Source: an optimization exercise on an open RTL-to-GDS flow (aim: small area and a short achievable clock period). Production flows keep margins and buffers that such runs may drop.
Function was checked by simulation only, so behaviour that the tests miss may differ from the original.
No activity file was given, so power comes from the tool's default toggle rates.

`design/flow/flow/run.sh`:
```
#!/bin/bash
set -euo pipefail
cd "$(dirname "$0")/.."
export IO_CONSTRAINTS="$PWD/flow/io.tcl"
export BUFFER_PORTS_ARGS="-buffer_cell sky130_fd_sc_hd__buf_2"
bash standard.sh > standard_flow.log 2>&1
```
`design/flow/config.mk`:
```
export PLATFORM = sky130hd
export DESIGN_NAME = leaf_stream_bridge
export DESIGN_NICKNAME = leaf_stream_bridge
export VERILOG_FILES = /design/flow/design.v
export SDC_FILE = /design/flow/constraint.sdc
export NUM_CORES = 4
export LEC_CHECK = 0
export CAP_MARGIN = 20
export CORE_MARGIN = 2
export CORE_UTILIZATION = 60
export SETUP_SLACK_MARGIN = 1.5
export SLEW_MARGIN = 20
```
`design/flow/constraint.sdc`:
```
create_clock -name core_clock -period 4.5 [get_ports {clk}]
set_input_delay 0.9000 -clock core_clock [delete_from_list [all_inputs] [get_ports {clk}]]
set_output_delay 0.9000 -clock core_clock [all_outputs]
set_load 0.01 [all_outputs]
```
`design/flow/design.v`:
```
module leaf_stream_fifo #(
  parameter int WIDTH = 32
) (
  input  logic             clk,
  input  logic             ap_rst_n,
  input  logic             flush,
  input  logic             clr,         
  input  logic [WIDTH-1:0] wr_data,
  input  logic             wr_valid,
  output logic             wr_ready,
  output logic [WIDTH-1:0] rd_data,
  output logic             rd_valid,
  input  logic             rd_ready,
  output logic [4:0]       level,
  output logic             pop,
  output logic             valid_next
);
  logic [4:0]       count;
  logic             vld_q;     
  logic             rdy_q;     
  logic             two_q;     
  logic [WIDTH-1:0] head;
  logic [WIDTH-1:0] store [15];
  logic             push;
  logic             ld_in;
  logic             ld_st;
  logic             st_we;
  logic [4:0]       count_d;
  logic [WIDTH-1:0] st_out;
  logic [WIDTH-1:0] head_d;
  assign wr_ready = rdy_q & ~flush;
  assign rd_valid = vld_q;
  assign rd_data  = head;
  assign level    = count;
  assign push  = wr_valid & rdy_q & ~flush;
  assign pop   = vld_q & rd_ready & ~flush;
  assign ld_in = push & (~vld_q | (~two_q & pop));
  assign ld_st = pop & two_q;
  assign st_we = push & ~ld_in;
  always_comb begin
    st_out = '0;
    for (int k = 0; k < 15; k++) begin
      st_out = st_out | ({WIDTH{count == 5'(k + 2)}} & store[k]);
    end
  end
  assign head_d = two_q ? st_out : wr_data;
  always_comb begin
    count_d = count;
    if (flush)            count_d = '0;
    else if (push & ~pop) count_d = count + 5'd1;
    else if (pop & ~push) count_d = count - 5'd1;
  end
  assign valid_next = (count_d != 5'd0);
  always_ff @(posedge clk) begin
    if (ld_in | ld_st) head <= head_d;
  end
  always_ff @(posedge clk) begin
    if (st_we) store[0] <= wr_data;
  end
  for (genvar k = 1; k < 15; k++) begin : g_row
    always_ff @(posedge clk) begin
      if (st_we) store[k] <= store[k-1];
    end
  end
  always_ff @(posedge clk or negedge ap_rst_n) begin
    if (!ap_rst_n) begin
      count <= '0;
      vld_q <= 1'b0;
      rdy_q <= 1'b0;
    end else begin
      count <= count_d;
      vld_q <= (count_d != 5'd0);
      rdy_q <= (count_d != 5'd16);
    end
  end
  always_ff @(posedge clk) begin
    if (clr) begin
      two_q <= 1'b0;
    end else begin
      two_q <= (count_d > 5'd1);
    end
  end
endmodule
module leaf_stream_bridge #(
  parameter int NUM_IN_PORTS  = 2,
  parameter int NUM_OUT_PORTS = 2,
  parameter int PAYLOAD_BITS  = 32,
  parameter int FIFO_DEPTH    = 16,
  parameter int CNT_BITS      = $clog2(FIFO_DEPTH) + 1
) (
  input  logic                              clk,
  input  logic                              ap_rst_n,
  input  logic                              flush,
  input  logic [15:0]                       frame_len,
  input  logic [NUM_IN_PORTS*PAYLOAD_BITS-1:0]  dout_leaf_interface2user,
  input  logic [NUM_IN_PORTS-1:0]               vld_interface2user,
  output logic [NUM_IN_PORTS-1:0]               ack_user2interface,
  output logic [NUM_OUT_PORTS*PAYLOAD_BITS-1:0] din_leaf_user2interface,
  output logic [NUM_OUT_PORTS-1:0]              vld_user2interface,
  input  logic [NUM_OUT_PORTS-1:0]              ack_interface2user,
  output logic [NUM_IN_PORTS*PAYLOAD_BITS-1:0]  Input_TDATA,
  output logic [NUM_IN_PORTS-1:0]               Input_TVALID,
  output logic [NUM_IN_PORTS-1:0]               Input_TLAST,
  input  logic [NUM_IN_PORTS-1:0]               Input_TREADY,
  input  logic [NUM_OUT_PORTS*PAYLOAD_BITS-1:0] Output_TDATA,
  input  logic [NUM_OUT_PORTS-1:0]              Output_TVALID,
  output logic [NUM_OUT_PORTS-1:0]              Output_TREADY,
  output logic [NUM_IN_PORTS*CNT_BITS-1:0]  in_level,
  output logic [NUM_OUT_PORTS*CNT_BITS-1:0] out_level
);
  logic rst_done;
  logic clr;
  always_ff @(posedge clk or negedge ap_rst_n) begin
    if (!ap_rst_n) begin
      rst_done <= 1'b0;
    end else begin
      rst_done <= 1'b1;
    end
  end
  assign clr = flush | ~rst_done;
  for (genvar i = 0; i < NUM_IN_PORTS; i++) begin : g_in
    logic        pop;
    logic        valid_next;
    logic        tlast;
    logic [15:0] wnext;
    logic [15:0] wnext_d;
    logic        wnz_d;
    logic        en_d;
    logic [15:1] cmp_n;
    logic        cmp0_hi;
    logic        cmp0_lo;
    logic        match0;
    leaf_stream_fifo #(
      .WIDTH (PAYLOAD_BITS)
    ) u_fifo (
      .clk        (clk),
      .ap_rst_n   (ap_rst_n),
      .flush      (flush),
      .clr        (clr),
      .wr_data    (dout_leaf_interface2user[i*PAYLOAD_BITS +: PAYLOAD_BITS]),
      .wr_valid   (vld_interface2user[i]),
      .wr_ready   (ack_user2interface[i]),
      .rd_data    (Input_TDATA[i*PAYLOAD_BITS +: PAYLOAD_BITS]),
      .rd_valid   (Input_TVALID[i]),
      .rd_ready   (Input_TREADY[i]),
      .level      (in_level[i*CNT_BITS +: CNT_BITS]),
      .pop        (pop),
      .valid_next (valid_next)
    );
    assign match0 = frame_len[0] ? cmp0_hi : cmp0_lo;
    assign tlast  = match0 & ((frame_len[15:1] ^ cmp_n) == 15'h7fff);
    assign Input_TLAST[i] = tlast;
    always_comb begin
      wnext_d = wnext;
      if (clr)      wnext_d = 16'd1;
      else if (pop) wnext_d = tlast ? 16'd1 : wnext + 16'd1;
    end
    assign wnz_d = clr | (pop ? (tlast | ~(&wnext)) : (|wnext));
    assign en_d  = valid_next & wnz_d;
    always_ff @(posedge clk) begin
      wnext <= wnext_d;
      cmp_n <= ~wnext_d[15:1];
    end
    always_ff @(posedge clk or negedge ap_rst_n) begin
      if (!ap_rst_n) begin
        cmp0_hi <= 1'b0;
        cmp0_lo <= 1'b0;
      end else begin
        cmp0_hi <= en_d & wnext_d[0];
        cmp0_lo <= en_d & ~wnext_d[0];
      end
    end
  end
  for (genvar j = 0; j < NUM_OUT_PORTS; j++) begin : g_out
    logic pop;
    logic valid_next;
    leaf_stream_fifo #(
      .WIDTH (PAYLOAD_BITS)
    ) u_fifo (
      .clk        (clk),
      .ap_rst_n   (ap_rst_n),
      .flush      (flush),
      .clr        (clr),
      .wr_data    (Output_TDATA[j*PAYLOAD_BITS +: PAYLOAD_BITS]),
      .wr_valid   (Output_TVALID[j]),
      .wr_ready   (Output_TREADY[j]),
      .rd_data    (din_leaf_user2interface[j*PAYLOAD_BITS +: PAYLOAD_BITS]),
      .rd_valid   (vld_user2interface[j]),
      .rd_ready   (ack_interface2user[j]),
      .level      (out_level[j*CNT_BITS +: CNT_BITS]),
      .pop        (pop),
      .valid_next (valid_next)
    );
  end
endmodule
```
`design/flow/flow/io.tcl`:
```
set_io_pin_constraint -group -order -pin_names {frame_len[0] frame_len[1] frame_len[2] frame_len[3] frame_len[4] frame_len[5] frame_len[6] frame_len[7] Input_TLAST[0] Input_TLAST[1] ack_user2interface[0] flush ack_user2interface[1] Output_TREADY[0] Output_TREADY[1] frame_len[8] frame_len[9] frame_len[10] frame_len[11] frame_len[12] frame_len[13] frame_len[14] frame_len[15]}
```
`design/flow/standard.sh`:
```
#!/bin/bash
# synth_recipe.tcl (not shown) runs the flow's synth.tcl, then flattens the netlist and writes it again
# the make line also repeats each setting of config.mk as NAME=value (left out here)
make -C /OpenROAD-flow-scripts/flow DESIGN_CONFIG=/design/flow/config.mk WORK_HOME=/design/flow/orfs CLKGATE_MAP_FILE= SYNTH_SCRIPT=/design/flow/synth_recipe.tcl "${@:-finish}"
```
==> results.json, run 1 <==
{
  "async_reset_ff_share_pct": 1.54,
  "endpoint_kind": "output pin",
  "firstDrtPassIters": 6,
  "drt_iter0_markers": 6331,
  "cts.sinks": 2147,
  "wl_met3_um": 20400,
  "track_usage_pct": 29.0,
  "antenna_left": 0,
  "cts_tree": "yes",
  "final_util_pct": 68.8,
  "synth_edf_count": 2048,
  "crit_path_top_delay_cell": "nor2b_1",
  "clk_latency_ns": 0.81,
  "postCtsHoldBufs": 0,
  "hpwl_um": 117000,
  "ir_drop_mv": 0.398,
  "synth_area_per_cell_um2": 17.4,
  "syn_inst": 4547,
  "startpoint_type": "input port",
  "fmax_mhz": 343,
  "synth_area_um2": 79200,
  "synth_nets": 4730,
  "grt-ovfl-total": 0,
  "synth_warnings": 3,
  "met2_length_um": 89200,
  "path_class": "in2out",
  "io_buffers": 312,
  "run_status": "finished clean",
  "fin_tns_setup_ns": 0,
  "root_buffer": "clkbuf_16",
  "vias": 45259,
  "drcViolationCount": 0,
  "grt_max_degree": 146,
  "finalCriticalPeriod_ns": 2.92,
  "routedWlPerCell_um": 28.7,
  "p_leak_nw": 29.1,
  "cp.arrival_ns": 2.02,
  "stdcell_count": 6916,
  "post-place-cells": 6513,
  "fin_crit_sh_pct": 64.8,
  "h-tree-depth": 4,
  "final_hold_viol_count": 0,
  "numCtsBuffers": 207,
  "hold_slack_ns": 0.201,
  "power_mw": 46.7,
  "synth_seq_cells": 2147,
  "die_area_um2": 135000,
  "grt_pass1_wl_um": 290000,
  "area_growth_pct": 14.1,
  "grt_antenna_before_repair": 21,
  "initial_core_util_pct": 60.3,
  "maxCapViolations": 0,
  "worst_slew_pin_slew_ns": 1.12,
  "synth-main-ff-cell": "edfxtp_1",
  "clockBufferDepth": 3,
  "cp_top_family": "buffers and inverters",
  "worstSetupPathDepth": 4,
  "top_layer": "met5",
  "cp_data_required_time_ns": 3.60,
  "nets": 5168,
  "powerDensity_nw_per_um2": 517,
  "skew_ns": 0.0219,
  "std_cell_rows": 133,
  "drive_gt1_share_pct": 17.4,
  "path_buf_inv": 3,
  "worstPathCellList": "buf_4, buf_4, nor2b_1, buf_2",
  "ios": 313,
  "cts.clk_slew.worst_paths_ns": 0.06,
  "cp_max_fo": 22,
  "hp-class": "in2async",
  "die_x_um": 367,
  "die_h_um": 367,
  "place_congestion": 0.894,
  "core-area_um2": 131000,
  "r2r_cells": 16,
  "slowest_delay_ns": 0.40,
  "setup_viol": 0,
  "wl_met1_um": 83100,
  "fillers": 8704,
  "first_global_vias": 44590,
  "path_common_cell": "buf_4",
  "synth-seq-area-share_pct": 80.4,
  "report.final.slew_viol_count": 0,
  "slew_headroom_pct": 25.6,
  "rsz0062_at_grt": "true",
  "vias_per_cell": 6.54,
  "routed_wl_um": 198000,
  "ys_types": 83
}
-- cell families (layout without fill, tap and decap cells) --
family / Yosys count / count (layout) / share of synthesized area [%]
flops: 2147 / 2147 / 80.4
compound gates: 1019 / 1019 / 10.2
simple gates: 910 / 910 / 5.54
buf+inv: 293 / 899 / 1.63
mux: 81 / 81 / 1.03
xor+xnor: 67 / 67 / 0.758
fa+ha+maj: 29 / 29 / 0.455
other cells: 1 / 9 / 0.00474
-- metrics by stage --
step | setup slack (ns) | instance area (µm²)
5_1_grt | 1.41 | 90400
3_5_place_dp | 1.11 | 83600
3_3_place_gp | 1.15 | 83600
6_report | 1.58 | 90400
2_1_floorplan | -12.36 | 79300
4_1_cts | 1.50 | 90200
-- state kept, by name (all words and copies together), names as in the netlist --
| name | cells |
|---|---|
| g_out.u_fifo.two_q | 2 |
| g_in.u_fifo.head | 64 |
| g_in.u_fifo.two_q | 2 |
| g_out.u_fifo.rdy_q | 2 |
| g_in.cmp0_lo | 2 |
| g_in.u_fifo.rdy_q | 2 |
| rst_done | 1 |
| g_in.u_fifo.store | 960 |
| g_out.u_fifo.count | 10 |
| g_in.u_fifo.vld_q | 2 |
| g_out.u_fifo.store | 960 |
| g_out.u_fifo.vld_q | 2 |
| g_in.u_fifo.count | 10 |
| g_in.cmp0_hi | 2 |
| g_out.u_fifo.head | 64 |
| g_in.wnext | 32 |
| g_in.cmp_n | 30 |
-- cells in the mapped netlist, types with 20 or more instances --
cell	n	share of area, %
clkbuf_1	156	0.74
mux2i_1	76	0.96
o22a_1	53	0.59
a22o_1	120	1.3
a222oi_1	84	1.1
nor3_1	29	0.18
nor2_1	159	0.75
nand2_1	344	1.6
o21ai_0	36	0.23
edfxtp_1	2048	78
and3_1	58	0.46
a22oi_1	316	3.0
nand4_1	69	0.55
xnor2_1	24	0.27
dfxtp_1	66	1.7
xor2_1	42	0.46
ha_1	28	0.44
inv_1	33	0.16
nand3_1	121	0.76
buf_2	70	0.44
a221oi_1	166	1.8
dfrtp_1	33	1.0
a21oi_1	90	0.57
a31oi_1	40	0.32
a221o_1	20	0.25
or2_2	24	0.19
-- cells in the final DEF, fill, tap and decap left out, types with 16 or more instances in the layout --
cell type / count
a22o_1: 120
o21ai_0: 35
xnor2_1: 24
edfxtp_1: 2048
a221oi_1: 163
buf_2: 313
dfrtp_1: 26
nand2_1: 343
clkinv_1: 57
nand4_1: 69
a31oi_1: 40
buf_12: 31
xor2_1: 42
a22oi_1: 315
or2_2: 24
dfxtp_1: 48
a222oi_1: 84
and2_1: 17
a21oi_1: 90
nor3_1: 22
and3_1: 51
nor2_1: 146
mux2i_1: 76
o22a_1: 53
nand3_1: 121
clkbuf_16: 212
buf_4: 137
a221o_1: 20
inv_1: 32
clkbuf_1: 45
nor2b_1: 16
dfxtp_2: 16
clkinv_2: 34
ha_1: 25
-- layer usage --
layer	GRT usage (%)	vias to the layer above
met4	8.80	16
met5	0	-
met3	7.14	340
met2	42.6	2440
li1	-	19437
met1	43.4	23026
-- final timing paths --
| check | slack (ns) | end | startpoint |
|---|---|---|---|
| min in group core_clock | 0.29 | g_out[0].u_fifo.store[0][31] | Output_TDATA[31] |
| worst max-delay path | 1.58 | Output_TREADY[1] | flush |
| worst max register to register | 1.59 | g_in[0].wnext[4] | g_in[0].cmp_n[11] |
| worst min-delay path | 0.20 | g_in[0].u_fifo.count[4] | ap_rst_n |
| worst min register to register | 0.43 | g_in[1].u_fifo.store[13][4] | g_in[1].u_fifo.store[12][4] |
| max in group asynchronous | 3.66 | g_in[1].u_fifo.count[2] | ap_rst_n |
-- cell type report --
type,count,area (µm²),share of cell area (%)
multi-input cells,2107,14600,16.2
clock buffers,260,5520,6.10
clock inverters,117,923,1.02
well taps,1755,2200,2.43
diodes,8,20.0,0.0222
flip-flops and latches,2147,63700,70.5
repair buffers,485,3270,3.62
inverters,37,141,0.156
-- where the power goes --
part           switching [mW]  internal (mW)
sequential               1.02           24.0
combinational            3.37           1.64
clock                    7.32           9.34
total                    11.7           35.0
-- timing repair --
item / 4_1_cts / 5_1_grt
buffers inserted: 12 / 4
resized for setup: 13 / 34
endpoints found under the setup margin: 49 / 83
pin swaps: 5 / 4
cloned: 0 / 2
==> inputs of run 2 (changes only) <==
--- a/design/flow/config.mk
+++ b/design/flow/config.mk
@@ -7,6 +7,6 @@
 export LEC_CHECK = 0
 export CAP_MARGIN = 20
 export CORE_MARGIN = 2
-export CORE_UTILIZATION = 60
-export SETUP_SLACK_MARGIN = 1.5
+export CORE_UTILIZATION = 66
+export SETUP_SLACK_MARGIN = 1.8
 export SLEW_MARGIN = 20
==> run 2 against run 1 <==
Effect of this change: setup slack lost 0.016 ns; routed wire length shrank 0.68%; cell area is essentially flat; synthesized cell count is the same; combinational power grew 1%; cell count shrank 2.3%; clock skew shrank 0.00060 ns; sequential share of layout area is essentially flat; global-route usage grew 2.8 points; critical path depth is the same.
==> results.json, run 2 <==
{
  "antenna_left": 0,
  "synth_top_area_share_pct": 77.7,
  "h-tree-depth": 4,
  "clockBufferDepth": 3,
  "ir_drop_mv": 0.423,
  "hpwl_um": 114000,
  "syn_inst": 4547,
  "synth_most_common_cell": "edfxtp_1",
  "first_global_vias": 44466,
  "setup_viol": 0,
  "grt_pass1_wl_um": 286000,
  "routedWlPerCell_um": 29.2,
  "synth-seq-area-share_pct": 80.4,
  "r2r_cells": 6,
  "die_area_um2": 123000,
  "cp.arrival_ns": 2.03,
  "cts_tree": "yes",
  "grt_antenna_before_repair": 15,
  "synth_area_um2": 79200,
  "synth_seq_cells": 2147,
  "fillers": 7108,
  "track_usage_pct": 31.8,
  "fin_tns_setup_ns": 0,
  "run_status": "finished clean",
  "area_growth_pct": 14.2,
  "ys_types": 83,
  "synthTopCellsByArea": "edfxtp_1, a22oi_1, a221oi_1",
  "maxCapViolations": 0,
  "postCtsHoldBufs": 0,
  "die_x_um": 350,
  "routed_wl_um": 197000,
  "fin_crit_sh_pct": 65.2,
  "path_class": "reg2out",
  "slew_headroom_pct": 31.1,
  "async_reset_ff_share_pct": 1.54,
  "hp-class": "in2async",
  "r2r_setup_slack_ns": 1.85,
  "endpoint_kind": "output pin",
  "fmax_mhz": 341,
  "report.final.slew_viol_count": 0,
  "reg.largest.list": "g_in.u_fifo.store: 960 flops, g_out.u_fifo.store: 960 flops",
  "std_cell_rows": 127,
  "layout_commonest_cell": "edfxtp_1",
  "skew_ns": 0.0213,
  "synth_warnings": 3,
  "synth_edf_count": 2048,
  "drive_gt1_share_pct": 17.9,
  "drcViolationCount": 0,
  "ios": 313,
  "cts.sinks": 2147,
  "root_buffer": "clkbuf_16",
  "finalCriticalPeriod_ns": 2.93,
  "vias": 45678,
  "drt_iter0_markers": 6738,
  "hold_slack_ns": 0.180,
  "startpoint_type": "flop",
  "cts.clk_slew.worst_paths_ns": 0.06,
  "grt_max_degree": 129,
  "synth_area_per_cell_um2": 17.4,
  "p_leak_nw": 29.1,
  "grt-ovfl-total": 0,
  "worst_slew_pin_slew_ns": 1.03,
  "nets": 5155,
  "final_util_pct": 75.7,
  "firstDrtPassIters": 9,
  "powerDensity_nw_per_um2": 519,
  "cp_data_required_time_ns": 3.60,
  "r2r_end": "g_in[1].u_fifo.head[24]",
  "initial_core_util_pct": 66.3,
  "clk_latency_ns": 0.83,
  "layout_common_cells": "edfxtp_1, nand2_1, a22oi_1",
  "synth_top_cell_by_area": "edfxtp_1",
  "synth_nets": 4730,
  "synth-main-ff-cell": "edfxtp_1",
  "numCtsBuffers": 203,
  "netlist_top_cells_count": "edfxtp_1, nand2_1, a22oi_1",
  "core-area_um2": 119000,
  "rr_startpoint": "g_in[1].u_fifo.count[4]",
  "vias_per_cell": 6.76,
  "rsz0062_at_grt": "true",
  "final_hold_viol_count": 0,
  "die_h_um": 350,
  "io_buffers": 312,
  "cp_max_fo": 2,
  "place_congestion": 0.867
}
[run 2: worst max-delay path, cell delays in order (launching register included)]
cell,delay [ns]
dfrtp_2,0.45
mux2_4,0.17
nand4_1,0.13
nor4_4,0.28
buf_2,0.18
[run 2: what timing repair did]
item | in CTS | in global routing
gates cloned | 1 | 1
gates resized for setup | 83 | 36
endpoints found under the setup margin | 139 | 44
pin swaps | 15 | 6
buffers inserted | 25 | 7
[run 2: cells by family (layout without fill, tap and decap cells)]
group                      after synthesis  count (layout)  share of synthesized area [%]
DFF                                   2147            2147                           80.4
AOI/OAI and AO/OA                     1019            1019                           10.2
and+or+nand+nor                        910             912                           5.54
buffers and inverters                  293             884                           1.63
muxes                                   81              81                           1.03
xor gates and xnor gates                67              67                          0.758
adders and majority gates               29              29                          0.455
other                                    1               5                        0.00474
[run 2: per-stage QoR]
| stage | setup slack [ns] | cell area [µm²] | std cells | total power [mW] |
|---|---|---|---|---|
| global placement | 1.22 | 83300 | 6345 | 30.2 |
| global route | 1.45 | 90400 | 6755 | 48.4 |
| floorplan | -12.36 | 79300 | 4547 | 28.6 |
| finish | 1.57 | 90400 | 6756 | 47.0 |
| CTS | 1.56 | 90200 | 6744 | 47.0 |
| detailed placement | 1.20 | 83300 | 6345 | 30.2 |
[run 2: cell type report]
type                    instances  area (µm²)  share of cell area [%]
flip-flops and latches       2147       63700                    70.5
multi-input cells            2109       14800                    16.3
clock buffers                 262        5590                    6.18
repair buffers                474        3270                    3.61
well taps                    1612        2020                    2.23
clock inverters               111         915                    1.01
inverters                      37         143                   0.158
diodes                          4        10.0                  0.0111
[run 2: worst max path at each step]
| stage | cells after the start | endpoint | from |
|---|---|---|---|
| finish | 4 | Input_TLAST[1] | g_in[1].cmp0_hi |
| floorplan | 4 | g_out[0].u_fifo.store[0][0] | flush |
| CTS | 5 | Input_TLAST[0] | g_in[0].cmp0_hi |
| global placement | 5 | Input_TLAST[1] | frame_len[15] |
| detailed placement | 5 | Input_TLAST[1] | frame_len[0] |
| global route | 4 | Input_TLAST[1] | g_in[1].cmp0_hi |
[run 2: routing by layer]
layer,up-vias,routed length [µm],track usage [%]
met4,16,6230,11.2
met3,387,22600,7.69
met5,-,93,0
met2,2774,89000,46.8
li1,19413,-,-
met1,23088,79100,47.2
[run 2: power by group]
| part | total [mW] | leakage (nW) | switching [mW] | internal (mW) |
|---|---|---|---|---|
| logic | 5.08 | 6.33 | 3.39 | 1.70 |
| clock network | 16.8 | 3.20 | 7.24 | 9.58 |
| registers | 25.1 | 19.6 | 1.07 | 24.0 |
==> inputs of run 3 (changes only) <==
--- a/design/flow/config.mk
+++ b/design/flow/config.mk
@@ -8,5 +8,7 @@
 export CAP_MARGIN = 20
 export CORE_MARGIN = 2
 export CORE_UTILIZATION = 66
-export SETUP_SLACK_MARGIN = 1.8
+export CTS_CLUSTER_DIAMETER = 70
+export CTS_CLUSTER_SIZE = 25
+export SETUP_SLACK_MARGIN = 1.6
 export SLEW_MARGIN = 20
==> run 3 against run 2 <==
Effect of this change: combinational power down 3%; fmax about the same; synthesized cell count unchanged; highest routed layer unchanged; first-iteration DRC count down 0.13%; still clean; critical endpoint unchanged; sequential share of layout area up 2.3 points; largest power group unchanged; via count down 2.1%; clock skew up 0.0020 ns; largest cell class unchanged; non-clock buffer count down 23; area after synthesis unchanged; critical path type unchanged; sequential power about the same; die area unchanged; cell count down 2.8%.
==> results.json, run 3 <==
{
  "power.switching_mw": 11.1,
  "r2r_cells": 5,
  "layout_commonest_cell": "edfxtp_1",
  "root_buffer": "clkbuf_16",
  "powerDensity_nw_per_um2": 483,
  "synth_edf_count": 2048,
  "run_status": "finished clean",
  "hpwl_um": 114000,
  "cp_data_required_time_ns": 3.60,
  "nets": 5043,
  "finalCriticalPeriod_ns": 2.93,
  "die_area_um2": 123000,
  "drt_iter0_markers": 6729,
  "grt_max_degree": 129,
  "synth_most_common_cell": "edfxtp_1",
  "startpoint_type": "flop",
  "vias_per_cell": 6.81,
  "grt-ovfl-total": 0,
  "sw_frac_of_total_pct": 26.2,
  "netlist_top_cells_count": "edfxtp_1, nand2_1, a22oi_1",
  "cp.arrival_ns": 2.03,
  "synth_top_cell_by_area": "edfxtp_1",
  "numCtsBuffers": 116,
  "synth_seq_cells": 2147,
  "std_cell_rows": 127,
  "synthTopCellsByArea": "edfxtp_1, a22oi_1, a221oi_1",
  "layout_common_cells": "edfxtp_1, nand2_1, a22oi_1",
  "routed_wl_um": 192000,
  "slew_headroom_pct": 28.8,
  "final_util_pct": 73.2,
  "track_usage_pct": 31.0,
  "synth_nets": 4730,
  "grt_antenna_before_repair": 19,
  "ys_types": 83,
  "cts_tree": "yes",
  "async_reset_ff_share_pct": 1.54,
  "area_growth_pct": 10.5,
  "fin_tns_setup_ns": 0,
  "synth-seq-area-share_pct": 80.4,
  "vias": 44721,
  "power.share.combinational_pct": 11.7,
  "initial_core_util_pct": 66.3,
  "r2r_end": "g_in[0].u_fifo.head[19]",
  "endpoint_kind": "output pin",
  "h-tree-depth": 3,
  "place_congestion": 0.867,
  "report.final.slew_viol_count": 0,
  "internal_power_mw": 31.2,
  "clockBufferDepth": 3,
  "synth_top_area_share_pct": 77.7,
  "reg.largest.list": "g_in.u_fifo.store: 960 flops, g_out.u_fifo.store: 960 flops",
  "final_hold_viol_count": 0,
  "rsz0062_at_grt": "true",
  "synth_area_um2": 79200,
  "core-area_um2": 119000,
  "cts.sinks": 2147,
  "power.share.clock_pct": 29.1,
  "fin_crit_sh_pct": 65.2,
  "firstDrtPassIters": 7,
  "hp-class": "in2async",
  "drcViolationCount": 0,
  "io_buffers": 312,
  "fmax_mhz": 341,
  "cts.clk_slew.worst_paths_ns": 0.10,
  "skew_ns": 0.0232,
  "first_global_vias": 43138,
  "grt_pass1_wl_um": 279000,
  "synth_area_per_cell_um2": 17.4,
  "rr_startpoint": "g_in[0].u_fifo.count[2]",
  "syn_inst": 4547,
  "maxCapViolations": 0,
  "ios": 313,
  "postCtsHoldBufs": 0,
  "path_class": "reg2out",
  "hold_slack_ns": 0.215,
  "drive_gt1_share_pct": 15.8,
  "routedWlPerCell_um": 29.2,
  "worst_slew_pin_slew_ns": 1.07,
  "synth_warnings": 3,
  "seqPwrFrac_pct": 59.2,
  "ir_drop_mv": 0.457,
  "die_h_um": 350,
  "setup_viol": 0,
  "clk_latency_ns": 0.77,
  "die_x_um": 350,
  "cp_max_fo": 2,
  "r2r_setup_slack_ns": 1.68,
  "synth-main-ff-cell": "edfxtp_1",
  "p_leak_nw": 27.7,
  "antenna_left": 0
}
==> run 3: worst max-delay path: stages (launching register included) <==
cell and delay, ns:
dfxtp_1 0.50, xor2_1 0.18, nand4_1 0.17, nor4_4 0.25
buf_2 0.17
==> run 3: worst max path at each step <==
stage	start	end	slack (ns)	depth (start not counted)
floorplan	flush	g_out[0].u_fifo.store[0][0]	-12.36	4
global placement	frame_len[15]	Input_TLAST[1]	1.22	5
detailed placement	frame_len[0]	Input_TLAST[1]	1.20	5
CTS	g_in[1].cmp_n[6]	Input_TLAST[1]	1.48	4
global route	g_in[1].cmp_n[11]	Input_TLAST[1]	1.47	4
finish	g_in[1].cmp_n[3]	Input_TLAST[1]	1.57	4
==> run 3: area by class of cell <==
cell class / count / area [µm²]
Inverter: 37 / 145
Multi-Input combinational cell: 2107 / 14600
Sequential cell: 2147 / 63700
Clock inverter: 74 / 896
Antenna cell: 6 / 15.0
Timing Repair Buffer: 451 / 3030
Tap cell: 1612 / 2020
Fill cell: 7393 / 32000
Clock buffer: 135 / 3080
==> run 3: through the flow <==
step	cell area, µm²	instances	power [mW]	setup WS (ns)
3_3_place_gp	83300	6345	30.2	1.22
5_1_grt	87500	6568	43.6	1.47
4_1_cts	87400	6558	42.4	1.48
6_report	87500	6569	42.3	1.57
2_1_floorplan	79300	4547	28.6	-12.36
3_5_place_dp	83300	6345	30.2	1.20
==> run 3: what timing repair did <==
action	CTS	global route
gates resized for setup	20	35
endpoints found under the setup margin	86	51
buffers inserted	4	5
pin swaps	5	4
==> run 3: power by group through the flow <==
stage / clock [mW] / sequential (mW) / combinational, mW
floorplan: 0 / 25.6 / 2.96
detailed placement: 0 / 25.4 / 4.83
global placement: 0 / 25.4 / 4.78
finish: 12.3 / 25.0 / 4.94
global route: 13.1 / 25.2 / 5.29
CTS: 12.5 / 25.0 / 4.86
==> run 3: logic make-up (layout without fill, tap and decap cells) <==
kind of cell / count (synthesis) / count (layout) / share of synthesized area [%]
other cells: 1 / 7 / 0.00474
flops: 2147 / 2147 / 80.4
buf+inv: 293 / 697 / 1.63
compound gates: 1019 / 1019 / 10.2
fa+ha+maj: 29 / 29 / 0.455
mux: 81 / 81 / 1.03
xor+xnor: 67 / 67 / 0.758
simple gates: 910 / 910 / 5.54
==> run 3: metal layers <==
metal  track usage (%)  vias to the layer above  routed length [µm]  part of all wire, %
li1                  -                    19091                   -                    -
met1              46.4                    22740               78500                   41
met2              46.1                     2497               86700                   45
met3              7.01                      371               20200                   11
met4              9.93                       22                6360                  3.3
met5                 0                        -                 115                0.060
==> inputs of run 4 (changes only) <==
--- a/design/flow/config.mk
+++ b/design/flow/config.mk
@@ -10,5 +10,5 @@
 export CORE_UTILIZATION = 66
 export CTS_CLUSTER_DIAMETER = 70
 export CTS_CLUSTER_SIZE = 25
-export SETUP_SLACK_MARGIN = 1.6
+export SETUP_SLACK_MARGIN = 1.75
 export SLEW_MARGIN = 20
==> run 4 against run 3 <==
Effect of this change: cell count is 0.12% higher; critical path depth stayed put; fmax is 2.7% higher; synthesized cell count stayed put; global-route usage hardly changed; first-iteration DRC count is 0.33% higher; area after synthesis stayed put; largest power group unchanged; utilization is 0.19 points higher; highest routed layer unchanged; count of clock-buffer cells in the layout stayed put; flip-flop and latch count stayed put; power is 0.21% higher; still clean.
==> results.json, run 4 <==
{
  "skew_ns": 0.0255,
  "path_buf_inv": 1,
  "finalCriticalPeriod_ns": 2.86,
  "grt_pass1_wl_um": 280000,
  "nets": 5050,
  "first_global_vias": 43145,
  "ir_drop_mv": 0.469,
  "path_class": "reg2out",
  "finalInstanceArea_um2": 87700,
  "initial_core_util_pct": 66.3,
  "synth-main-ff-cell": "edfxtp_1",
  "synth-seq-area-share_pct": 80.4,
  "synthTopCellsByArea": "edfxtp_1, a22oi_1, a221oi_1",
  "endpoint_kind": "output pin",
  "worst_slew_pin_slew_ns": 1.06,
  "power.share.combinational_pct": 11.8,
  "ys_types": 83,
  "numCtsBuffers": 116,
  "maxCapViolations": 0,
  "p_leak_nw": 27.8,
  "root_buffer": "clkbuf_16",
  "grt_antenna_before_repair": 19,
  "cp_data_required_time_ns": 3.60,
  "synth_most_common_cell": "edfxtp_1",
  "final_hold_viol_count": 0,
  "cts_tree": "yes",
  "grt_max_degree": 129,
  "grt-ovfl-total": 0,
  "routedWlPerCell_um": 29.4,
  "power.share.clock_pct": 29.1,
  "vias_per_cell": 6.81,
  "hp-class": "in2async",
  "clockBufferDepth": 3,
  "drt_iter0_markers": 6751,
  "synth_edf_count": 2048,
  "fmax_mhz": 350,
  "drcViolationCount": 0,
  "power.switching_mw": 11.1,
  "rsz0062_at_grt": "true",
  "power_mw": 42.4,
  "dpl_cell_area_um2": 83300,
  "layout_commonest_cell": "edfxtp_1",
  "hpwl_um": 114000,
  "io_buffers": 312,
  "synth_area_per_cell_um2": 17.4,
  "h-tree-depth": 3,
  "die_area_um2": 123000,
  "synth_nets": 4730,
  "setup_viol": 0,
  "netlist_top_cells_count": "edfxtp_1, nand2_1, a22oi_1",
  "synth_warnings": 3,
  "fin_tns_setup_ns": 0,
  "cp_max_fo": 2,
  "clk_latency_ns": 0.77,
  "area_growth_pct": 10.8,
  "routed_wl_um": 193000,
  "run_status": "finished clean",
  "rr_startpoint": "g_out[1].u_fifo.count[0]",
  "core-area_um2": 119000,
  "synth_seq_cells": 2147,
  "reg.largest.list": "g_in.u_fifo.store: 960 flops, g_out.u_fifo.store: 960 flops",
  "ios": 313,
  "internal_power_mw": 31.2,
  "report.final.slew_viol_count": 0,
  "cp_top_family": "simple AND/OR/NAND/NOR gates",
  "fin_crit_sh_pct": 63.5,
  "place_congestion": 0.867,
  "die_x_um": 350,
  "std_cell_rows": 127,
  "fillers": 7363,
  "synth_area_um2": 79200,
  "die_h_um": 350,
  "cts.clk_slew.worst_paths_ns": 0.10,
  "syn_inst": 4547,
  "synth_top_cell_by_area": "edfxtp_1",
  "crit_path_top_delay_cell": "dfxtp_2",
  "seqPwrFrac_pct": 59.1,
  "postCtsHoldBufs": 0,
  "drive_gt1_share_pct": 16.3,
  "synth_top_area_share_pct": 77.7,
  "slew_headroom_pct": 29.1,
  "antenna_left": 0,
  "firstDrtPassIters": 6,
  "crit_start": "g_in[1].cmp_n[11]",
  "sw_frac_of_total_pct": 26.3,
  "cts.sinks": 2147,
  "worstPathCellList": "xor2_1, nand4_1, nor4_4, buf_2",
  "layout_common_cells": "edfxtp_1, nand2_1, a22oi_1",
  "vias": 44757,
  "slowest_delay_ns": 0.41,
  "track_usage_pct": 31.0,
  "cp.arrival_ns": 1.96,
  "startpoint_type": "flop",
  "async_reset_ff_share_pct": 1.54,
  "powerDensity_nw_per_um2": 483
}
==> run 4: cell count changes in the layout (fill, tap and decap cells not counted), moves of 3 or more <==
cell and delta:
and3_2 -3, and3_4 +5, buf_6 +5, dfxtp_1 -9
dfxtp_2 +6, dfxtp_4 +3
==> run 4: path summary, 6_finish.rpt <==
kind                                                end  slack, ns  cells past startpoint
max in group asynchronous       g_in[1].u_fifo.count[2]       3.65                      1
min reg2reg                g_out[1].u_fifo.store[2][16]       0.44                      0
min in group core_clock    g_out[1].u_fifo.store[0][29]       0.31                      1
min                                     g_in[0].cmp0_hi       0.21                      1
max reg2reg                    g_out[1].u_fifo.head[16]       1.85                      8
max                                      Input_TLAST[1]       1.64                      4
==> run 4: kinds of logic after synthesis <==
logic type	Yosys count	synth area share, %
XOR/XNOR	67	0.758
adder cells (fa/ha/maj)	29	0.455
multiplexers	81	1.03
flip-flops	2147	80.4
AND/OR/NAND/NOR	910	5.54
AO/OA/AOI/OAI	1019	10.2
buffers and inverters	293	1.63
other	1	0.00474
==> run 4: cell type report <==
| cell class | count | area [µm²] | share of cell area [%] |
|---|---|---|---|
| Sequential cell | 2147 | 63700 | 72.6 |
| Timing Repair Buffer | 458 | 3140 | 3.58 |
| Antenna cell | 7 | 17.5 | 0.0200 |
| Multi-Input combinational cell | 2107 | 14700 | 16.8 |
| Clock inverter | 74 | 896 | 1.02 |
| Inverter | 37 | 143 | 0.163 |
| Tap cell | 1612 | 2020 | 2.30 |
| Clock buffer | 135 | 3080 | 3.51 |
==> run 4: what timing repair did <==
action                     4_1_cts  5_1_grt
buffers inserted                 9        7
setup endpoints to repair      135       47
gates resized for setup         70       32
pin swaps                        9        8
==> run 4: metal layers <==
layer	routed length [µm]	part of all wire (%)	vias to the layer above	GRT usage, %
met3	21300	11	386	6.96
met2	87100	45	2561	46.2
met5	102	0.053	-	0
li1	-	-	19121	-
met4	6610	3.4	20	9.97
met1	78000	40	22669	46.5
==> run 4: power groups by stage <==
stage / clock [mW] / combinational (mW) / sequential (mW)
after floorplan: 0 / 2.96 / 25.6
after global placement: 0 / 4.78 / 25.4
after detailed placement: 0 / 4.83 / 25.4
after CTS: 12.5 / 4.89 / 25.0
after global routing: 13.1 / 5.37 / 25.2
final: 12.3 / 5.01 / 25.0
==> run 4: stage by stage <==
step / std cells / utilization, % / setup WS (ns) / hold WS (ns)
after CTS: 6563 / 73.2 / 1.59 / 0.214
after detailed placement: 6345 / 69.7 / 1.20 / 0.432
final: 6577 / 73.4 / 1.64 / 0.209
after global routing: 6576 / 73.4 / 1.52 / 0.253
after floorplan: 4547 / - / -12.36 / 0.420
after global placement: 6345 / 69.7 / 1.22 / 0.426
==> run 4: worst register-to-register path, stage by stage (launching register included) <==
cell and delay (ns):
dfrtp_2 0.48, inv_1 0.11, ha_1 0.28, and4bb_4 0.39, buf_4 0.29, a22o_1 0.21
a221oi_1 0.22, nand3_1 0.13, o32a_1 0.31
==> inputs of run 5 (changes only) <==
==> design/flow/flow/run.sh (replaced) <==
#!/bin/bash
set -euo pipefail
cd "$(dirname "$0")/.."
export IO_CONSTRAINTS="$PWD/flow/io.tcl"
export BUFFER_PORTS_ARGS="-buffer_cell sky130_fd_sc_hd__buf_1"
bash standard.sh > standard_flow.log 2>&1
==> design/flow/config.mk (replaced) <==
export PLATFORM = sky130hd
export DESIGN_NAME = leaf_stream_bridge
export DESIGN_NICKNAME = leaf_stream_bridge
export VERILOG_FILES = /design/flow/design.v
export SDC_FILE = /design/flow/constraint.sdc
export NUM_CORES = 4
export LEC_CHECK = 0
export CAP_MARGIN = 10
export CORE_MARGIN = 2
export CORE_UTILIZATION = 66
export CTS_CLUSTER_DIAMETER = 70
export CTS_CLUSTER_SIZE = 25
export SETUP_SLACK_MARGIN = 1.6
export SLEW_MARGIN = 10
==> run 5 against run 4 <==
Effect of this change: flip-flop and latch count did not move; utilization down 0.71 points; count of clock-buffer cells in the layout is 15 lower; critical path depth rose by 1; setup slack worse by 0.040 ns; sequential power hardly changed; global-route usage is 0.32 points lower; die area is the same; cell area decreased by 0.96%; register-to-register slack worse by 0.17 ns; non-clock buffer count increased by 19; synthesized cell count is the same; critical path type unchanged; largest power group unchanged.
==> results.json, run 5 <==
{
  "drive_gt1_share_pct": 9.88,
  "synth_nets": 4730,
  "powerDensity_nw_per_um2": 477,
  "r2r_setup_slack_ns": 1.68,
  "area_growth_pct": 9.70,
  "hp-class": "in2async",
  "skew_ns": 0.0211,
  "final_hold_viol_count": 0,
  "worstPathCellList": "xnor2_1, nor4_2, nand2_1, nor3_2, buf_2",
  "root_buffer": "clkbuf_16",
  "vias": 44707,
  "cts.clk_slew.worst_paths_ns": 0.09,
  "vias_per_cell": 6.80,
  "maxCapViolations": 0,
  "slowest_delay_ns": 0.34,
  "crit_path_top_delay_cell": "dfxtp_2",
  "synth_area_per_cell_um2": 17.4,
  "synth_warnings": 3,
  "h-tree-depth": 3,
  "clk_latency_ns": 0.74,
  "drt_iter0_markers": 6823,
  "grt_pass1_wl_um": 278000,
  "core-area_um2": 119000,
  "grt-ovfl-total": 0,
  "clockBufferDepth": 3,
  "netlist_top_cells_count": "edfxtp_1, nand2_1, a22oi_1",
  "cp_data_required_time_ns": 3.60,
  "synth_area_um2": 79200,
  "finalCriticalPeriod_ns": 2.90,
  "cp_top_family": "simple AND/OR/NAND/NOR gates",
  "postCtsHoldBufs": 0,
  "io_buffers": 312,
  "worstSetupPathDepth": 5,
  "synthTopCellsByArea": "edfxtp_1, a22oi_1, a221oi_1",
  "layout_commonest_cell": "edfxtp_1",
  "endpoint_kind": "output pin",
  "place_congestion": 0.892,
  "hpwl_um": 114000,
  "nets": 5064,
  "async_reset_ff_share_pct": 1.54,
  "pre_cts_ws_ns": 1.21,
  "routedWlPerCell_um": 29.1,
  "firstDrtPassIters": 6,
  "rsz0062_at_grt": "true",
  "fin_tns_setup_ns": 0,
  "fmax_mhz": 345,
  "ir_drop_mv": 0.383,
  "ios": 313,
  "cp.arrival_ns": 2.00,
  "reg.largest.list": "g_in.u_fifo.store: 960 flops, g_out.u_fifo.store: 960 flops",
  "cts.sinks": 2147,
  "setup_ws_ns": 1.60,
  "fillers": 7504,
  "path_buf_inv": 1,
  "report.final.slew_viol_count": 0,
  "numCtsBuffers": 111,
  "p_leak_nw": 26.8,
  "r2r_cells": 8,
  "crit_end": "Input_TLAST[0]",
  "ys_types": 83,
  "cts_tree": "yes",
  "path_class": "reg2out",
  "grt_max_degree": 180,
  "r2r_end": "g_out[1].u_fifo.head[8]",
  "synth_edf_count": 2048,
  "track_usage_pct": 30.7,
  "routed_wl_um": 191000,
  "die_x_um": 350,
  "grt_antenna_before_repair": 20,
  "initial_core_util_pct": 66.3,
  "synth_top_cell_by_area": "edfxtp_1",
  "crit_start": "g_in[0].cmp_n[9]",
  "antenna_left": 0,
  "startpoint_type": "flop",
  "cp_max_fo": 2,
  "synth-seq-area-share_pct": 80.4,
  "final_util_pct": 72.7,
  "multiInputGateArea_um2": 14600,
  "syn_inst": 4547,
  "drcViolationCount": 0,
  "run_status": "finished clean",
  "synth_seq_cells": 2147,
  "fin_crit_sh_pct": 64.4,
  "slew_headroom_pct": 14.1,
  "synth_top_area_share_pct": 77.7,
  "first_global_vias": 43053,
  "layout_common_cells": "edfxtp_1, nand2_1, a22oi_1",
  "die_h_um": 350,
  "synth_most_common_cell": "edfxtp_1",
  "synth-main-ff-cell": "edfxtp_1",
  "setup_viol": 0,
  "seq_area_um2": 63700,
  "std_cell_rows": 127,
  "rr_startpoint": "g_out[1].u_fifo.count[2]",
  "worst_slew_pin_slew_ns": 1.29,
  "die_area_um2": 123000
}
-- run 5: cell counts after synthesis --
Identical to the previous run, type by type.
-- run 5: worst reg2reg max path: cells and delay by family, from the launching register on --
kind / cells / cell delay (ns)
AO/OA/AOI/OAI: 3 / 0.48
buffers and inverters: 2 / 0.92
flip-flops: 1 / 0.70
AND/OR/NAND/NOR: 3 / 0.59
-- run 5: worst min-delay path by stage --
| stage | start | endpoint | cells after the start |
|---|---|---|---|
| global placement | g_in[0].u_fifo.store[7][29] | g_in[0].u_fifo.store[8][29] | 0 |
| detailed placement | g_out[1].u_fifo.store[4][23] | g_out[1].u_fifo.store[5][23] | 0 |
| floorplan | g_in[0].u_fifo.store[5][22] | g_in[0].u_fifo.store[6][22] | 0 |
| finish | ap_rst_n | g_in[0].cmp0_lo | 1 |
| global route | dout_leaf_interface2user[22] | g_in[0].u_fifo.store[0][22] | 1 |
| CTS | ap_rst_n | g_in[0].cmp0_lo | 1 |
-- run 5: per-stage QoR --
step	instances	total power, mW	hold slack [ns]	instance area, µm²
2_1_floorplan	4547	28.6	0.420	79300
3_3_place_gp	6365	30.1	0.427	83000
3_5_place_dp	6365	30.2	0.431	83000
4_1_cts	6560	41.6	0.311	86700
5_1_grt	6570	42.8	0.345	86900
6_report	6572	41.5	0.313	86900
-- run 5: area by class of cell --
cell class / count / share of cell area, %
sequential: 2147 / 73.3
inverter: 37 / 0.167
antenna: 9 / 0.0259
tap: 1612 / 2.32
clock buffer: 120 / 3.31
timing repair buffer: 477 / 3.19
clock inverter: 63 / 0.830
multi-input combinational: 2107 / 16.8
-- run 5: power breakdown --
| part | switching [mW] | total, mW | internal, mW | leakage [nW] |
|---|---|---|---|---|
| Combinational | 3.31 | 4.87 | 1.56 | 5.43 |
| Sequential | 1.06 | 25.0 | 24.0 | 19.6 |
| Clock | 6.41 | 11.6 | 5.18 | 1.75 |
-- run 5: kinds of logic after synthesis --
kind of cell / count (synthesis) / share of synthesized area (%)
flops: 2147 / 80.4
compound gates: 1019 / 10.2
buf+inv: 293 / 1.63
xor+xnor: 67 / 0.758
fa+ha+maj: 29 / 0.455
mux: 81 / 1.03
other cells: 1 / 0.00474
simple gates: 910 / 5.54
-- run 5: layer usage --
| metal | wire [µm] | part of all wire (%) | GRT usage [%] | up-vias |
|---|---|---|---|---|
| met5 | 225 | 0.12 | 0 | - |
| met4 | 5010 | 2.6 | 8.90 | 20 |
| met3 | 20500 | 11 | 6.37 | 298 |
| met2 | 86700 | 45 | 45.8 | 2517 |
| met1 | 78500 | 41 | 46.7 | 22736 |
| li1 | - | - | - | 19136 |
-- run 5: what timing repair did --
| action | CTS | global route |
|---|---|---|
| pin swaps | 7 | 6 |
| endpoints found under the setup margin | 70 | 112 |
| setup buffers | 12 | 3 |
| resized for setup | 16 | 48 |
==> inputs of run 6 (changes only) <==
--- a/design/flow/config.mk
+++ b/design/flow/config.mk
@@ -10,5 +10,5 @@
 export CORE_UTILIZATION = 66
 export CTS_CLUSTER_DIAMETER = 70
 export CTS_CLUSTER_SIZE = 25
-export SETUP_SLACK_MARGIN = 1.6
+export SETUP_SLACK_MARGIN = 1.9
 export SLEW_MARGIN = 10
==> run 6 against run 5 <==
Effect of this change: still clean on timing, DRC and antenna; hold slack improved by 0.0025 ns; setup slack improved by 0.011 ns; utilization increased by 0.61 points; flip-flop and latch count unchanged; critical endpoint unchanged; largest power group unchanged.
==> results.json, run 6 <==
{
  "cts.clk_slew.worst_paths_ns": 0.10,
  "initial_core_util_pct": 66.3,
  "vias": 45005,
  "cp_max_fo": 2,
  "fillers": 7437,
  "reg.largest.list": "g_in.u_fifo.store: 960 flops, g_out.u_fifo.store: 960 flops",
  "powerDensity_nw_per_um2": 476,
  "skew_ns": 0.0243,
  "path_class": "reg2out",
  "track_usage_pct": 31.0,
  "synth_most_common_cell": "edfxtp_1",
  "synth_top_cell_by_area": "edfxtp_1",
  "die_area_um2": 123000,
  "grt_max_degree": 180,
  "nets": 5106,
  "grt_antenna_before_repair": 19,
  "area_growth_pct": 10.6,
  "power_mw": 41.7,
  "die_h_um": 350,
  "first_global_vias": 43317,
  "setup_viol": 0,
  "finalCriticalPeriod_ns": 2.89,
  "cp.arrival_ns": 1.99,
  "cp_data_required_time_ns": 3.60,
  "routedWlPerCell_um": 29.3,
  "worst_slew_pin_slew_ns": 1.02,
  "synth_nets": 4730,
  "ir_drop_mv": 0.382,
  "vias_per_cell": 6.80,
  "synth.area.mux_share_pct": 1.03,
  "clockBufferDepth": 3,
  "synthTopCellsByArea": "edfxtp_1, a22oi_1, a221oi_1",
  "maxCapViolations": 0,
  "synth_area_per_cell_um2": 17.4,
  "grt_pass1_wl_um": 280000,
  "endpoint_kind": "output pin",
  "hpwl_um": 114000,
  "synth_area_um2": 79200,
  "synth_seq_cells": 2147,
  "netlist_top_cells_count": "edfxtp_1, nand2_1, a22oi_1",
  "layout_commonest_cell": "edfxtp_1",
  "grt-ovfl-total": 0,
  "ios": 313,
  "synth_fa_ha_area_share_pct": 0.455,
  "synth-seq-area-share_pct": 80.4,
  "std_cell_rows": 127,
  "fmax_mhz": 347,
  "drive_gt1_share_pct": 11.5,
  "seq_area_um2": 63700,
  "multiInputGateArea_um2": 14900,
  "core-area_um2": 119000,
  "clk_latency_ns": 0.74,
  "cts_tree": "yes",
  "slew_headroom_pct": 31.8,
  "p_leak_nw": 27.1,
  "place_congestion": 0.892,
  "firstDrtPassIters": 7,
  "run_status": "finished clean",
  "cts.sinks": 2147,
  "synth-main-ff-cell": "edfxtp_1",
  "ys_types": 83,
  "synth_top_family_by_area": "compound AO/OA/AOI/OAI gates",
  "async_reset_ff_share_pct": 1.54,
  "synth_warnings": 3,
  "numCtsBuffers": 111,
  "routed_wl_um": 194000,
  "synth_edf_count": 2048,
  "hold_slack_ns": 0.315,
  "hp-class": "in2async",
  "report.final.slew_viol_count": 0,
  "synth_top_area_share_pct": 77.7,
  "final_hold_viol_count": 0,
  "io_buffers": 312,
  "layout_common_cells": "edfxtp_1, nand2_1, a22oi_1",
  "yosys.area_share.xor_xnor_pct": 0.758,
  "startpoint_type": "flop",
  "drcViolationCount": 0,
  "rsz0062_at_grt": "true",
  "yosys.area_share.simple_pct": 5.54,
  "h-tree-depth": 3,
  "synth_compound_area_share_pct": 10.2,
  "die_x_um": 350,
  "drt_iter0_markers": 6431,
  "root_buffer": "clkbuf_16",
  "fin_tns_setup_ns": 0,
  "syn_inst": 4547,
  "fin_crit_sh_pct": 64.1,
  "antenna_left": 0
}
-- run 6: cell count changes in the layout (fill, tap and decap cells not counted), moves of 6 or more --
cell / delta
buf_1: -7
dfrtp_2: +6
dfrtp_1: -9
and3_4: +8
a2111oi_0: -6
buf_4: +6
buf_6: +25
-- run 6: worst max-delay path: stages, from the launching register on --
cell and delay [ns]:
dfxtp_2 0.34, xnor2_1 0.13, nor4_2 0.34, nand2_1 0.13
nor3_2 0.15, buf_2 0.16
-- run 6: cell families after synthesis --
| logic type | Yosys count |
|---|---|
| other | 1 |
| buffers and inverters | 293 |
| flip-flops | 2147 |
| adder cells (fa/ha/maj) | 29 |
| AND/OR/NAND/NOR | 910 |
| AO/OA/AOI/OAI | 1019 |
| multiplexers | 81 |
| XOR/XNOR | 67 |
-- run 6: area by class of cell --
cell class              instances  area share (%)
diodes                          9          0.0257
clock buffers                 120            3.28
clock inverters                63           0.823
inverters                      37           0.163
multi-input cells            2112            17.0
flip-flops and latches       2147            72.7
well taps                    1612            2.30
repair buffers                514            3.71
-- run 6: per-stage QoR --
| stage | utilization [%] | area, µm² | cells | setup WS (ns) |
|---|---|---|---|---|
| after CTS | 72.9 | 87100 | 6577 | 1.52 |
| after floorplan | - | 79300 | 4547 | -12.36 |
| after global routing | 73.3 | 87600 | 6613 | 1.52 |
| final | 73.3 | 87600 | 6614 | 1.61 |
| after global placement | 69.5 | 83000 | 6365 | 1.24 |
| after detailed placement | 69.5 | 83000 | 6365 | 1.21 |
-- run 6: repair_timing --
item,CTS,global route
pin swaps,11,12
hold buffers,0,0
setup endpoints to repair,176,299
resized for setup,87,80
cloned,3,3
buffers inserted,26,25
-- run 6: power breakdown --
group	leakage [nW]	total, mW	switching [mW]	internal [mW]
Combinational	5.76	5.11	3.45	1.67
Sequential	19.6	25.0	1.04	24.0
Clock	1.75	11.6	6.42	5.18
Total	27.1	41.7	10.9	30.8
-- run 6: metal layers --
layer | track usage [%] | up-vias | share of wire (%)
met1 | 47.2 | 22786 | 41
li1 | - | 19237 | -
met2 | 46.2 | 2650 | 45
met3 | 6.34 | 314 | 11
met4 | 9.07 | 18 | 2.8
met5 | 0 | - | 0.056
-- run 6: final timing paths --
kind / end / from / slack, ns / cells past startpoint
max in group asynchronous: g_out[0].u_fifo.count[2] / ap_rst_n / 3.41 / 1
worst max-delay path: Input_TLAST[0] / g_in[0].cmp_n[9] / 1.61 / 5
min in group core_clock: g_in[1].u_fifo.store[0][30] / dout_leaf_interface2user[62] / 0.36 / 1
worst max register to register: g_out[0].u_fifo.head[14] / g_out[0].u_fifo.count[0] / 1.87 / 8
worst min register to register: g_in[0].u_fifo.store[10][19] / g_in[0].u_fifo.store[9][19] / 0.44 / 0
worst min-delay path: g_in[0].cmp0_hi / ap_rst_n / 0.32 / 1
==> inputs of run 7 (changes only) <==
--- a/design/flow/config.mk
+++ b/design/flow/config.mk
@@ -10,5 +10,5 @@
 export CORE_UTILIZATION = 66
 export CTS_CLUSTER_DIAMETER = 70
 export CTS_CLUSTER_SIZE = 25
-export SETUP_SLACK_MARGIN = 1.9
+export SETUP_SLACK_MARGIN = 1.8
 export SLEW_MARGIN = 10
==> run 7 against run 6 <==
Effect of this change: still clean on timing, DRC and antenna; cell count shrank 0.42%; routed wire length shrank 1.1%; power down 0.35%; flip-flop and latch count unchanged; die area did not move; non-clock buffer count decreased by 24; critical path depth is 1 lower; fmax increased by 0.24%; sequential power is essentially flat; largest cell class unchanged; largest power group unchanged.
==> results.json, run 7 <==
{
  "crit_start": "g_in[1].cmp_n[6]",
  "endpoint_kind": "output pin",
  "fin_tns_setup_ns": 0,
  "ir_drop_mv": 0.381,
  "io_buffers": 312,
  "maxCapViolations": 0,
  "seq_area_um2": 63700,
  "sw_frac_of_total_pct": 26.0,
  "cts_tree": "yes",
  "internal_power_mw": 30.7,
  "die_area_um2": 123000,
  "clk_latency_ns": 0.74,
  "cts.clk_slew.worst_paths_ns": 0.09,
  "die_x_um": 350,
  "hpwl_um": 114000,
  "firstDrtPassIters": 6,
  "nets": 5078,
  "synth_area_per_cell_um2": 17.4,
  "async_reset_ff_share_pct": 1.54,
  "power_mw": 41.6,
  "grt_antenna_before_repair": 20,
  "ys_types": 83,
  "power.share.combinational_pct": 12.0,
  "synth_warnings": 3,
  "synth_top_cell_by_area": "edfxtp_1",
  "powerDensity_nw_per_um2": 477,
  "hp-class": "in2async",
  "root_buffer": "clkbuf_16",
  "die_h_um": 350,
  "drt_iter0_markers": 6653,
  "drive_gt1_share_pct": 10.4,
  "synth_area_um2": 79200,
  "syn_inst": 4547,
  "power.share.clock_pct": 27.9,
  "h-tree-depth": 3,
  "seqPwrFrac_pct": 60.1,
  "power.switching_mw": 10.8,
  "std_cell_rows": 127,
  "setup_viol": 0,
  "worst_slew_pin_slew_ns": 1.03,
  "ios": 313,
  "first_global_vias": 43132,
  "drcViolationCount": 0,
  "synth-seq-area-share_pct": 80.4,
  "postCtsHoldBufs": 0,
  "final_hold_viol_count": 0,
  "layout_common_cells": "edfxtp_1, nand2_1, a22oi_1",
  "cp_max_fo": 2,
  "reg.largest.list": "g_in.u_fifo.store: 960 flops, g_out.u_fifo.store: 960 flops",
  "vias_per_cell": 6.79,
  "netlist_top_cells_count": "edfxtp_1, nand2_1, a22oi_1",
  "synthTopCellsByArea": "edfxtp_1, a22oi_1, a221oi_1",
  "finalCriticalPeriod_ns": 2.88,
  "synth_nets": 4730,
  "rr_startpoint": "g_out[1].u_fifo.count[1]",
  "grt_max_degree": 180,
  "fmax_mhz": 347,
  "grt-ovfl-total": 0,
  "synth_most_common_cell": "edfxtp_1",
  "initial_core_util_pct": 66.3,
  "core-area_um2": 119000,
  "numCtsBuffers": 111,
  "layout_commonest_cell": "edfxtp_1",
  "synth_seq_cells": 2147,
  "slew_headroom_pct": 31.6,
  "synth_top_area_share_pct": 77.7,
  "place_congestion": 0.892,
  "synth-main-ff-cell": "edfxtp_1",
  "final_util_pct": 73.0,
  "startpoint_type": "flop",
  "routedWlPerCell_um": 29.1,
  "p_leak_nw": 26.9,
  "dpl_cell_area_um2": 83000,
  "vias": 44723,
  "rsz0062_at_grt": "true",
  "skew_ns": 0.0246,
  "fillers": 7484,
  "area_growth_pct": 10.1,
  "finalInstanceArea_um2": 87200,
  "path_class": "reg2out",
  "synth_edf_count": 2048,
  "antenna_left": 0,
  "cp.arrival_ns": 1.98,
  "grt_pass1_wl_um": 278000,
  "routed_wl_um": 192000,
  "multiInputGateArea_um2": 14700,
  "fin_crit_sh_pct": 64.0,
  "track_usage_pct": 30.7,
  "clockBufferDepth": 3,
  "cts.sinks": 2147,
  "cp_data_required_time_ns": 3.60,
  "hold_slack_ns": 0.310,
  "run_status": "finished clean",
  "report.final.slew_viol_count": 0
}
[run 7: power by group through the flow]
stage / registers, mW / clock network (mW) / logic, mW
2_1_floorplan: 25.6 / 0 / 2.96
3_3_place_gp: 25.4 / 0 / 4.72
3_5_place_dp: 25.4 / 0 / 4.77
4_1_cts: 25.0 / 11.8 / 4.86
5_1_grt: 25.2 / 12.4 / 5.33
6_report: 25.0 / 11.6 / 4.98
[run 7: repair_timing]
item                                    4_1_cts  5_1_grt
resized for setup                            60       48
gates cloned                                  0        1
pin swaps                                     9        5
buffers inserted                             19        9
endpoints found under the setup margin      152       97
[run 7: cell type report]
cell class / count / share of cell area, %
diodes: 9 / 0.0258
flip-flops and latches: 2147 / 73.1
repair buffers: 490 / 3.41
clock buffers: 120 / 3.29
inverters: 37 / 0.164
clock inverters: 63 / 0.827
multi-input cells: 2108 / 16.9
well taps: 1612 / 2.31
[run 7: final timing paths]
check / to / slack [ns] / depth (start not counted)
setup / recovery: Input_TLAST[1] / 1.62 / 4
hold / removal: g_in[0].cmp0_lo / 0.31 / 1
setup reg to reg: g_out[1].u_fifo.head[5] / 1.86 / 7
hold reg to reg: g_in[0].u_fifo.store[10][19] / 0.44 / 0
max in group asynchronous: g_out[1].u_fifo.count[3] / 3.41 / 1
min in group core_clock: g_in[1].u_fifo.store[0][21] / 0.36 / 1
[run 7: logic make-up after synthesis]
family / synth area share [%]
DFF: 80.4
AOI/OAI and AO/OA: 10.2
and+or+nand+nor: 5.54
buffers and inverters: 1.63
muxes: 1.03
xor gates and xnor gates: 0.758
adders and majority gates: 0.455
other: 0.00474
[run 7: stage by stage]
step | setup WS (ns) | cells
after floorplan | -12.36 | 4547
after global placement | 1.24 | 6365
after detailed placement | 1.21 | 6365
after CTS | 1.52 | 6567
after global routing | 1.52 | 6584
final | 1.62 | 6586
[run 7: critical path, stage by stage, from the launching register on]
cell and delay (ns):
dfxtp_1 0.44, xor2_1 0.17, nand4_1 0.17, nor4_4 0.30, buf_2 0.18
[run 7: layer usage]
metal | vias up | GRT usage (%) | wire [µm]
met2 | 2528 | 45.8 | 86700
met4 | 20 | 8.95 | 5230
li1 | 19179 | - | -
met3 | 305 | 6.35 | 20600
met5 | - | 0 | 126
met1 | 22691 | 46.7 | 79300
==> inputs of run 8 (changes only) <==
--- a/design/flow/config.mk
+++ b/design/flow/config.mk
@@ -10,5 +10,6 @@
 export CORE_UTILIZATION = 66
 export CTS_CLUSTER_DIAMETER = 70
 export CTS_CLUSTER_SIZE = 25
-export SETUP_SLACK_MARGIN = 1.8
+export PLACE_DENSITY = 0.76
+export SETUP_SLACK_MARGIN = 1.75
 export SLEW_MARGIN = 10
==> run 8 against run 7 <==
Effect of this change: clock skew increased by 0.0056 ns; count of clock-buffer cells in the layout increased by 4; synthesized cell count unchanged; hold slack improved by 0.0013 ns; sequential share of layout area increased by 0.22 points; highest routed layer unchanged.
==> results.json, run 8 <==
{
  "synth-main-ff-cell": "edfxtp_1",
  "ir_drop_mv": 0.515,
  "reg.largest.list": "g_in.u_fifo.store: 960 flops, g_out.u_fifo.store: 960 flops",
  "slew_headroom_pct": 30.3,
  "finalCriticalPeriod_ns": 2.86,
  "crit_start": "g_in[1].cmp_n[3]",
  "ys_types": 83,
  "vias": 44982,
  "drcViolationCount": 0,
  "clockBufferDepth": 3,
  "r2r_cells": 8,
  "vias_per_cell": 6.86,
  "synthTopCellsByArea": "edfxtp_1, a22oi_1, a221oi_1",
  "fin_crit_sh_pct": 63.6,
  "cts.clk_slew.worst_paths_ns": 0.10,
  "cp.arrival_ns": 1.96,
  "antenna_left": 0,
  "std_cell_rows": 127,
  "ios": 313,
  "synth_top_cell_by_area": "edfxtp_1",
  "maxCapViolations": 0,
  "routed_wl_um": 187000,
  "core-area_um2": 119000,
  "r2r_setup_slack_ns": 1.79,
  "grt_max_degree": 187,
  "synth_top_area_share_pct": 77.7,
  "seqPwrFrac_pct": 60.2,
  "powerDensity_nw_per_um2": 478,
  "layout_common_cells": "edfxtp_1, nand2_1, a22oi_1",
  "die_h_um": 350,
  "async_reset_ff_share_pct": 1.54,
  "synth-seq-area-share_pct": 80.4,
  "place_congestion": 0.886,
  "rr_startpoint": "g_in[1].u_fifo.count[3]",
  "report.final.slew_viol_count": 0,
  "clk_latency_ns": 0.74,
  "initial_core_util_pct": 66.3,
  "synth_area_um2": 79200,
  "power.switching_mw": 10.7,
  "hp-class": "in2async",
  "drt_iter0_markers": 6926,
  "synth_seq_cells": 2147,
  "die_x_um": 350,
  "power.share.combinational_pct": 11.8,
  "grt_pass1_wl_um": 273000,
  "r2r_end": "g_in[1].u_fifo.head[24]",
  "sw_frac_of_total_pct": 25.8,
  "crit_end": "Input_TLAST[1]",
  "drive_gt1_share_pct": 9.72,
  "root_buffer": "clkbuf_16",
  "synth_warnings": 3,
  "synth_nets": 4730,
  "nets": 5055,
  "power.share.clock_pct": 28.1,
  "run_status": "finished clean",
  "fmax_mhz": 349,
  "startpoint_type": "flop",
  "rsz0062_at_grt": "true",
  "synth_area_per_cell_um2": 17.4,
  "skew_ns": 0.0302,
  "synth_edf_count": 2048,
  "track_usage_pct": 29.9,
  "numCtsBuffers": 110,
  "fin_tns_setup_ns": 0,
  "synth_most_common_cell": "edfxtp_1",
  "area_growth_pct": 9.74,
  "internal_power_mw": 30.8,
  "postCtsHoldBufs": 0,
  "first_global_vias": 43408,
  "path_class": "reg2out",
  "cp_max_fo": 2,
  "die_area_um2": 123000,
  "layout_commonest_cell": "edfxtp_1",
  "cts.sinks": 2147,
  "p_leak_nw": 26.8,
  "final_hold_viol_count": 0,
  "worst_slew_pin_slew_ns": 1.05,
  "grt-ovfl-total": 0,
  "grt_antenna_before_repair": 13,
  "h-tree-depth": 3,
  "setup_viol": 0,
  "syn_inst": 4547,
  "hpwl_um": 111000,
  "final_util_pct": 72.7,
  "cp_data_required_time_ns": 3.60,
  "io_buffers": 312,
  "firstDrtPassIters": 8,
  "cts_tree": "yes",
  "routedWlPerCell_um": 28.5,
  "endpoint_kind": "output pin",
  "netlist_top_cells_count": "edfxtp_1, nand2_1, a22oi_1"
}
==> run 8: cell counts after synthesis <==
Identical to the previous run, type by type.
==> run 8: worst min-delay path by stage <==
stage	start	end	slack (ns)	cells after the start
after floorplan	g_in[0].u_fifo.store[5][22]	g_in[0].u_fifo.store[6][22]	0.42	0
after global placement	g_out[1].u_fifo.store[1][9]	g_out[1].u_fifo.store[2][9]	0.43	0
after detailed placement	g_out[1].u_fifo.store[8][29]	g_out[1].u_fifo.store[9][29]	0.43	0
after CTS	ap_rst_n	g_out[1].u_fifo.count[4]	0.29	1
after global routing	dout_leaf_interface2user[7]	g_in[0].u_fifo.store[0][7]	0.33	1
final	ap_rst_n	g_out[1].u_fifo.count[4]	0.31	1
==> run 8: final cells by class <==
class | count | area (µm²)
Clock inverter | 53 | 687
Inverter | 37 | 141
Fill cell | 7112 | 32600
Clock buffer | 124 | 2940
Multi-Input combinational cell | 2107 | 14700
Tap cell | 1612 | 2020
Sequential cell | 2147 | 63700
Timing Repair Buffer | 469 | 2720
Antenna cell | 5 | 12.5
==> run 8: what timing repair did <==
action,CTS,global route
gates resized for setup,47,48
endpoints found under the setup margin,121,75
buffers inserted,16,3
pin swaps,6,4
cloned,0,0
==> run 8: metal layers <==
| metal | global-route usage, % | vias up | wire, µm |
|---|---|---|---|
| met5 | 0 | - | 109 |
| met4 | 9.28 | 16 | 6060 |
| met3 | 5.70 | 392 | 20700 |
| met2 | 46.1 | 2952 | 86500 |
| met1 | 44.0 | 22521 | 73400 |
| li1 | - | 19101 | - |
==> run 8: cells by family after synthesis <==
family          after synthesis  synth area share (%)
mux                          81                  1.03
xor+xnor                     67                 0.758
buf+inv                     293                  1.63
other cells                   1               0.00474
flops                      2147                  80.4
fa+ha+maj                    29                 0.455
simple gates                910                  5.54
compound gates             1019                  10.2
==> run 8: power by group through the flow <==
stage               clock network [mW]  logic, mW  registers [mW]
floorplan                            0       2.96            25.6
global placement                     0       4.59            25.4
detailed placement                   0       4.69            25.4
CTS                               11.8       4.78            25.0
global route                      12.4       5.22            25.2
finish                            11.7       4.89            25.0
==> run 8: critical path: stages (launching register included) <==
cell	delay, ns
dfxtp_1	0.47
xor2_1	0.17
nand4_1	0.16
nor4_4	0.25
buf_2	0.17
==> run 8: through the flow <==
stage	hold slack, ns	worst slack, ns	instances	cell area, µm²	total power [mW]
3_3_place_gp	0.427	1.21	6353	82800	29.9
3_5_place_dp	0.433	1.13	6353	82800	30.1
5_1_grt	0.330	1.53	6553	86900	42.8
2_1_floorplan	0.420	-12.36	4547	79300	28.6
4_1_cts	0.293	1.61	6546	86700	41.6
6_report	0.312	1.64	6554	86900	41.5

[what the ideal ports hide]
No port has a modelled driver above. Below, the same layouts with a new extraction and two added sets of constraints. Step 1 (the two cells are an assumption about what drives the block):
set clk [get_ports {clk}]
set_driving_cell -lib_cell sky130_fd_sc_hd__clkbuf_16 $clk
set_driving_cell -lib_cell sky130_fd_sc_hd__buf_2 [delete_from_list [all_inputs] $clk]
Step 2, shift: input delay + t, output delay - t, t = (earliest + latest rising clock arrival at the registers) / 2. This alone moves slack from input paths to output paths. Three values: ideal, step 1, step 2; two values: the first two.
run	shift t [ns]	setup slack, ns	worst register clock-pin slew, ns
run 1	0.865	1.584 / 1.513 / 0.880	0.07 / 0.07
run 2	0.891	1.568 / 1.494 / 1.250	0.07 / 0.07
run 3	0.835	1.568 / 1.494 / 1.197	0.10 / 0.10
run 4	0.838	1.644 / 1.569 / 1.264	0.10 / 0.10
run 5	0.801	1.604 / 1.530 / 1.030	0.10 / 0.10
run 6	0.802	1.615 / 1.542 / 1.229	0.10 / 0.10
run 7	0.803	1.622 / 1.548 / 1.090	0.10 / 0.10
run 8	0.811	1.636 / 1.554 / 1.208	0.10 / 0.10
After both steps setup and hold are still met in every run listed. For run 1, which loses most, drivers alone change the setup slack by -0.071 ns; drivers and shift together by -0.704 ns.
